Context: an optimization exercise on an open-source flow, tuned for small area. The choices shown serve that exercise and are no tape-out recipe. Function was checked by simulation only, so behaviour that the tests miss may differ from the original. Power and IR drop assume default switching activity. No driver is modelled on the clock port, so clocking that relies on it looks cheaper here than on a real chip.

## data_mem_responder
module data_mem_responder
#(
    parameter int DATA_W = 32,
    parameter int ADDR_W = 10,
    parameter int DEPTH  = dmem_pkg::DMEM_DEPTH
) (
    input  logic              clk,
    input  logic              reset,
    input  logic              req_valid,
    output logic              req_ready,
    input  logic              req_write,
    input  logic [ADDR_W-1:0] req_addr,
    input  logic [DATA_W-1:0] req_wdata,
    output logic              resp_valid,
    input  logic              resp_ready,
    output logic [DATA_W-1:0] resp_rdata,
    output logic              resp_err,
    output logic              resp_zero
);
Size in the first run: roughly 2400 cells after synthesis, roughly 1100 flip-flops, ~83 I/O pins, ~30000 µm² of cells after synthesis.
export LEC_CHECK = 0
export CAP_MARGIN = 20
export CORE_MARGIN = 2
export CORE_UTILIZATION = 40
export PLACE_DENSITY = 0.75
export SLEW_MARGIN = 20
export SYNTH_HIERARCHICAL = 1
create_clock -name core_clock -period 6.0 [get_ports {clk}]
standard.sh (not shown) runs the stock make flow with config.mk's settings and CLKGATE_MAP_FILE= SYNTH_SCRIPT=/design/flow/synth_recipe.tcl, a recipe that flattens the netlist after the stock synthesis.
==> flow/flow/run.sh <==
#!/bin/bash
# Standard ORFS layout (the standard.sh, synthesis included) with these
# knobs changed:
#  - before floorplan, combinational cells are put back to drive 1
#    (flow/downsize.tcl); repair sizes up where needed;
#  - port buffers use the small sky130_fd_sc_hd__buf_1 (repair may upsize);
#  - CTS inserts no dummy loads, and clusters up to 30 sinks per
#    clkbuf_16 leaf buffer.
set -euo pipefail
export PRE_FLOORPLAN_TCL="$PWD/flow/downsize.tcl"
export BUFFER_PORTS_ARGS="-buffer_cell sky130_fd_sc_hd__buf_1"
export CTS_ARGS="-sink_clustering_enable -repair_clock_nets -dont_use_dummy_load -buf_list sky130_fd_sc_hd__clkbuf_16 -root_buf sky130_fd_sc_hd__clkbuf_16 -sink_clustering_size 30 -sink_clustering_max_diameter 120"
bash standard.sh > standard_flow.log 2>&1
==> flow/flow/downsize.tcl <==
# Before floorplan: put every combinational cell that synthesis sized up
# back to its drive-1 variant (same function); the later repair steps size
# up again only where slew, capacitance or timing need it.
set db [ord::get_db]
set block [ord::get_db_block]
set n 0
foreach inst [$block getInsts] {
  set name [[$inst getMaster] getName]
  if { ![regexp {^(sky130_fd_sc_hd__[a-z0-9]+)_([0-9]+)$} $name -> base drive] } {
    continue
  }
  if { $drive <= 1 } {
    continue
  }
  if { [regexp {df|dl|buf|inv|conb|tap|fill|decap} $base] } {
    continue
  }
  set m1 [$db findMaster ${base}_1]
  if { $m1 ne "NULL" && $m1 ne "" } {
    $inst swapMaster $m1
    incr n
  }
}
puts "downsize.tcl: $n instances set to drive 1"
Edit:
==> flow/flow/run.sh (replaced) <==
#!/bin/bash
# Standard ORFS layout (the standard.sh, synthesis included) with these
# knobs changed:
#  - before floorplan, combinational cells are put back to drive 1
#    (flow/downsize.tcl); repair sizes up where needed;
#  - port buffers use the small sky130_fd_sc_hd__buf_1 (repair may upsize);
#  - CTS inserts no dummy loads, and clusters up to 32 sinks per
#    clkbuf_16 leaf buffer.
set -euo pipefail
export PRE_FLOORPLAN_TCL="$PWD/flow/downsize.tcl"
export BUFFER_PORTS_ARGS="-buffer_cell sky130_fd_sc_hd__buf_1"
export CTS_ARGS="-sink_clustering_enable -repair_clock_nets -dont_use_dummy_load -buf_list sky130_fd_sc_hd__clkbuf_16 -root_buf sky130_fd_sc_hd__clkbuf_16 -sink_clustering_size 32 -sink_clustering_max_diameter 120"
bash standard.sh > standard_flow.log 2>&1
After rerunning: Via count hardly moves; design area is about the same; count of clock-buffer cells in the layout went down by 3; routed wire length went down by 0.33%.


data_mem_responder, a different RTL version from the one above (not shown whole).
Size: about 1000 flip-flops, about 83 I/O pins, ~33000 sq um of cells after synthesis.
## data_mem_responder
module data_mem_responder
#(
    parameter int DATA_W = 32,
    parameter int ADDR_W = 10,
    parameter int DEPTH  = dmem_pkg::DMEM_DEPTH
) (
    input  logic              clk,
    input  logic              reset,
    input  logic              req_valid,
    output logic              req_ready,
    input  logic              req_write,
    input  logic [ADDR_W-1:0] req_addr,
    input  logic [DATA_W-1:0] req_wdata,
    output logic              resp_valid,
    input  logic              resp_ready,
    output logic [DATA_W-1:0] resp_rdata,
    output logic              resp_err,
    output logic              resp_zero
);
clock: 6.0 ns
lec_check: 0
cap_margin: 20
core_margin: 2
core_utilization: 40
slew_margin: 20
synth_hierarchical: 1
==> flow/flow/run.sh <==
#!/bin/bash
# Standard ORFS layout (the standard.sh) with three knobs changed:
#  - port buffers use the small sky130_fd_sc_hd__buf_1 (repair may upsize);
#  - CTS inserts no dummy loads;
#  - CTS leaf clustering set below.
# Everything else, synthesis included, is the standard flow.
set -euo pipefail
export BUFFER_PORTS_ARGS="-buffer_cell sky130_fd_sc_hd__buf_1"
export CTS_ARGS="-sink_clustering_enable -repair_clock_nets -dont_use_dummy_load -buf_list sky130_fd_sc_hd__clkbuf_4 -root_buf sky130_fd_sc_hd__clkbuf_16"
bash standard.sh > standard_flow.log 2>&1
The first run ran to the end with no violations.
Edit:
--- a/flow/flow/run.sh
+++ b/flow/flow/run.sh
@@ -7,4 +7,5 @@
 set -euo pipefail
 export BUFFER_PORTS_ARGS="-buffer_cell sky130_fd_sc_hd__buf_1"
-export CTS_ARGS="-sink_clustering_enable -repair_clock_nets -dont_use_dummy_load -buf_list sky130_fd_sc_hd__clkbuf_4 -root_buf sky130_fd_sc_hd__clkbuf_16"
+export CTS_ARGS="-sink_clustering_enable -repair_clock_nets -dont_use_dummy_load -buf_list sky130_fd_sc_hd__clkbuf_16 -root_buf sky130_fd_sc_hd__clkbuf_16 -sink_clustering_size 25 -sink_clustering_max_diameter 100"
+export RECOVER_POWER=100
 bash standard.sh > standard_flow.log 2>&1
Outcome:
- The new run produced a layout that fails on capacitance limit, slew limit
- worst setup slack got worse by 100 ps
- routed wire length went down by about 2.5%
- clock skew went up by 39 ps
- sequential power stays flat
- register-to-register slack got worse by 260 ps
- maximum frequency went down by about 1.7%
- first-iteration DRC count went down by 9.2%
- non-clock buffer count is unchanged


RTL: one of the versions met above, not the one the previous note started from.
For scale: ~2,400 cells after synthesis, about 1,100 flip-flops, about 83 I/O pins, about 30,000 um2 of cells after synthesis.
Design data_mem_responder, start of the top module:
module data_mem_responder
#(
    parameter int DATA_W = 32,
    parameter int ADDR_W = 10,
    parameter int DEPTH  = dmem_pkg::DMEM_DEPTH
) (
    input  logic              clk,
    input  logic              reset,
    input  logic              req_valid,
    output logic              req_ready,
    input  logic              req_write,
    input  logic [ADDR_W-1:0] req_addr,
    input  logic [DATA_W-1:0] req_wdata,
    output logic              resp_valid,
    input  logic              resp_ready,
    output logic [DATA_W-1:0] resp_rdata,
    output logic              resp_err,
    output logic              resp_zero
);
    localparam int IDX_W = dmem_pkg::DMEM_IDX_W;
    logic r_wait;
    logic r_resp;
    logic r_load;
    logic r_err;
    logic r_zero;
    logic w_idle;
    logic w_accept;
    logic w_in_range;
    logic w_mem_zero;
    assign w_idle     = ~r_wait & ~r_resp;
    assign w_accept   = req_valid & w_idle;
    assign w_in_range = (req_addr[ADDR_W-1:IDX_W] == '0);
    dmem_array #(
        .DATA_W (DATA_W),
        .DEPTH  (DEPTH),
        .IDX_W  (IDX_W)
    ) u_array (
        .clk     (clk),
        .i_clr   (reset),
        .i_cap   (w_idle),
        .i_store (w_accept & req_write & w_in_range),
  ...
clock: 6.0 ns
lec_check: 0
cap_margin: 20
core_margin: 2
core_utilization: 40
place_density: 0.8
slew_margin: 20
synth_hierarchical: 1
==> flow/flow/run.sh <==
#!/bin/bash
# Standard ORFS layout (the standard.sh, synthesis included) with these
# knobs changed:
#  - before floorplan, combinational cells are put back to drive 1
#    (flow/downsize.tcl); repair sizes up where needed;
#  - port buffers use the small sky130_fd_sc_hd__buf_1 (repair may upsize);
#  - CTS inserts no dummy loads, and clusters up to 30 sinks per
#    clkbuf_16 leaf buffer.
set -euo pipefail
export PRE_FLOORPLAN_TCL="$PWD/flow/downsize.tcl"
export BUFFER_PORTS_ARGS="-buffer_cell sky130_fd_sc_hd__buf_1"
export CTS_ARGS="-sink_clustering_enable -repair_clock_nets -dont_use_dummy_load -buf_list sky130_fd_sc_hd__clkbuf_16 -root_buf sky130_fd_sc_hd__clkbuf_16 -sink_clustering_size 30 -sink_clustering_max_diameter 120"
bash standard.sh > standard_flow.log 2>&1
Scripts as last shown in full above: flow/flow/downsize.tcl
Then changed:
==> flow/flow/run.sh (replaced) <==
#!/bin/bash
# Standard ORFS layout (the standard.sh, synthesis included) with these
# knobs changed:
#  - before floorplan, combinational cells are put back to drive 1
#    (flow/downsize.tcl); repair sizes up where needed;
#  - port buffers use the small sky130_fd_sc_hd__buf_1 (repair may upsize);
#  - CTS inserts no dummy loads, and clusters up to 32 sinks per
#    clkbuf_16 leaf buffer.
set -euo pipefail
export PRE_FLOORPLAN_TCL="$PWD/flow/downsize.tcl"
export BUFFER_PORTS_ARGS="-buffer_cell sky130_fd_sc_hd__buf_1"
export CTS_ARGS="-sink_clustering_enable -repair_clock_nets -dont_use_dummy_load -buf_list sky130_fd_sc_hd__clkbuf_16 -root_buf sky130_fd_sc_hd__clkbuf_16 -sink_clustering_size 32 -sink_clustering_max_diameter 120"
bash standard.sh > standard_flow.log 2>&1
Final area barely changes.
Combinational power hardly moves.
Synthesized area stays the same.
Critical path depth does not change.
Routed wire length stays flat.
Sequential cell count is unchanged.
Maximum frequency falls by 0.59%.


## run 2
Another version of the RTL of data_mem_responder (not shown whole).
Size: roughly 83 I/O pins.
// data_mem_responder
module data_mem_responder
#(
    parameter int DATA_W = 32,
    parameter int ADDR_W = 10,
    parameter int DEPTH  = dmem_pkg::DMEM_DEPTH
) (
    input  logic              clk,
    input  logic              reset,
    input  logic              req_valid,
    output logic              req_ready,
    input  logic              req_write,
    input  logic [ADDR_W-1:0] req_addr,
    input  logic [DATA_W-1:0] req_wdata,
    output logic              resp_valid,
    input  logic              resp_ready,
    output logic [DATA_W-1:0] resp_rdata,
    output logic              resp_err,
    output logic              resp_zero
);
    localparam int IDX_W = dmem_pkg::DMEM_IDX_W;
    logic               r_wait;
    logic               r_resp;
    logic [3:0]         r_rlo;
    logic [DEPTH/4-1:0] r_rhi;
    logic               r_load;
    logic               r_err;
    logic               r_zero;
    logic [DATA_W-1:0]  r_wdata;
    logic               w_idle;
    logic               w_accept;
    logic               w_in_range;
    logic               w_mem_we;
    logic               w_mem_zero;
    assign w_idle     = ~r_wait & ~r_resp;
    assign w_accept   = req_valid & w_idle;
    assign w_in_range = (req_addr[ADDR_W-1:IDX_W] == '0);
    assign w_mem_we   = w_accept & req_write & w_in_range;
    dmem_array #(
        .DATA_W (DATA_W),
        .DEPTH  (DEPTH),
        .IDX_W  (IDX_W)
    ) u_array (
        .clk     (clk),
        .i_clr   (reset),
        .i_kill  (w_mem_we),
        .i_kaddr (req_addr[IDX_W-1:0]),
        .i_set   (r_wait & ~r_load & ~r_err),
        .i_sdata (r_wdata),
        .i_rlo   (r_rlo),
        .i_rhi   (r_rhi),
        .i_show  (r_resp & r_load),
        .o_rdata (resp_rdata),
        .o_zero  (w_mem_zero)
    );
    always_ff @(posedge clk) begin
        if (reset) begin
            r_wait <= 1'b0;
            r_resp <= 1'b0;
        end else begin
            r_wait <= w_accept;
            r_resp <= r_wait | (r_resp & ~resp_ready);
        end
    end
    always_ff @(posedge clk) begin
        if (w_idle) begin
            for (int k = 0; k < 4; k++)
  ...
clock: 6.0 ns
lec_check: 0
cap_margin: 20
core_margin: 2
core_utilization: 40
place_density: 0.8
slew_margin: 20
synth_hierarchical: 1
==> flow/flow/run.sh <==
#!/bin/bash
# Standard ORFS layout (the standard.sh, synthesis included) with these
# knobs changed:
#  - before floorplan, combinational cells are put back to drive 1
#    (flow/downsize.tcl); repair sizes up where needed;
#  - port buffers use the small sky130_fd_sc_hd__buf_1 (repair may upsize);
#  - CTS inserts no dummy loads, and clusters up to 30 sinks per
#    clkbuf_16 leaf buffer.
set -euo pipefail
export PRE_FLOORPLAN_TCL="$PWD/flow/downsize.tcl"
export BUFFER_PORTS_ARGS="-buffer_cell sky130_fd_sc_hd__buf_1"
export CTS_ARGS="-sink_clustering_enable -repair_clock_nets -dont_use_dummy_load -buf_list sky130_fd_sc_hd__clkbuf_16 -root_buf sky130_fd_sc_hd__clkbuf_16 -sink_clustering_size 30 -sink_clustering_max_diameter 120"
bash standard.sh > standard_flow.log 2>&1
Scripts as last shown in full above: flow/flow/downsize.tcl
> inputs changed (run 2 -> run 4)
==> flow/flow/run.sh <==
#!/bin/bash
# Standard ORFS layout (the standard.sh, synthesis included) with these
# knobs changed:
#  - before floorplan, combinational cells are put back to drive 1
#    (flow/downsize.tcl); repair sizes up where needed;
#  - port buffers use the small sky130_fd_sc_hd__buf_1 (repair may upsize);
#  - CTS inserts no dummy loads, and clusters up to 32 sinks per
#    clkbuf_16 leaf buffer.
set -euo pipefail
export PRE_FLOORPLAN_TCL="$PWD/flow/downsize.tcl"
export BUFFER_PORTS_ARGS="-buffer_cell sky130_fd_sc_hd__buf_1"
export CTS_ARGS="-sink_clustering_enable -repair_clock_nets -dont_use_dummy_load -buf_list sky130_fd_sc_hd__clkbuf_16 -root_buf sky130_fd_sc_hd__clkbuf_16 -sink_clustering_size 32 -sink_clustering_max_diameter 120"
bash standard.sh > standard_flow.log 2>&1
-- flow/config.mk --
<<< run 2, line 9
export CORE_MARGIN = 2
export CORE_UTILIZATION = 40
export PLACE_DENSITY = 0.8
export SLEW_MARGIN = 20
export SYNTH_HIERARCHICAL = 1
>>> run 4, line 9
export CORE_MARGIN = 2
export CORE_UTILIZATION = 40
export SLEW_MARGIN = 20
export SYNTH_HIERARCHICAL = 1
Findings:
- Diff run 4 and run 2: setup slack higher in run 2
- Final core utilization down 0.21 points in run 4 wrt run 2
- Comparing maximum fanout count along the critical path for run 4 and run 2, the smaller number came from run 2.
- Taking run 2 as the reference, in run 4 pin count of the biggest net entering global routing picked up an extra 1, number of nets in the layout now sits lower, power lower.
- Clock skew: run 4 better than run 2
- Run 2 was routed with more vias than run 4.
- Run 4: via count of the first global-routing pass is 5.8% lower than what run 2 reported.
- Measured against each other, run 4 and run 2 differ in number of cells on the critical path, the higher figure coming from run 2.

-- re-timing with driven ports --
Ports are ideal in the flow. The routed layouts listed here were re-timed in OpenROAD.
Step 1, drivers: a clkbuf_16 drives clk and a buf_2 each remaining input, both assumed.
Step 2, shift: input delay + t, output delay - t, t = (earliest + latest rising clock arrival at the registers) / 2. This alone moves slack from input paths to output paths.
a / b / c = no drivers / after step 1 / after step 2; a / b = the first two.
run	t (ns)	slack for setup (ns)	worst setup path after step 2	worst register clock-pin slew, ns	cell pins on the clock port's net
the first run of note 1	0.662	0.402 / 0.339 / 1.002	register to output	0.12 / 0.12	1
the second run of note 1	0.669	0.433 / 0.371 / 1.040	register to output	0.12 / 0.12	1
the first run of note 2	0.799	0.283 / 0.214 / 1.013	register to output	0.07 / 0.07	1
the second run of note 2	0.696	0.181 / 0.113 / -0.365	input to register	0.11 / 0.11	1
the first run of note 3	0.645	0.247 / 0.183 / 0.828	register to output	0.11 / 0.11	1
the second run of note 3	0.668	0.212 / 0.150 / 0.766	register to register	0.12 / 0.12	1
run 2	0.660	0.730 / 0.672 / 1.332	register to output	0.11 / 0.11	1
run 4	0.672	0.417 / 0.349 / 0.887	register to register	0.12 / 0.12	1
The setup slack of the second run of note 2, which loses most, moves by -0.068 ns with the drivers and by -0.546 ns with both steps.
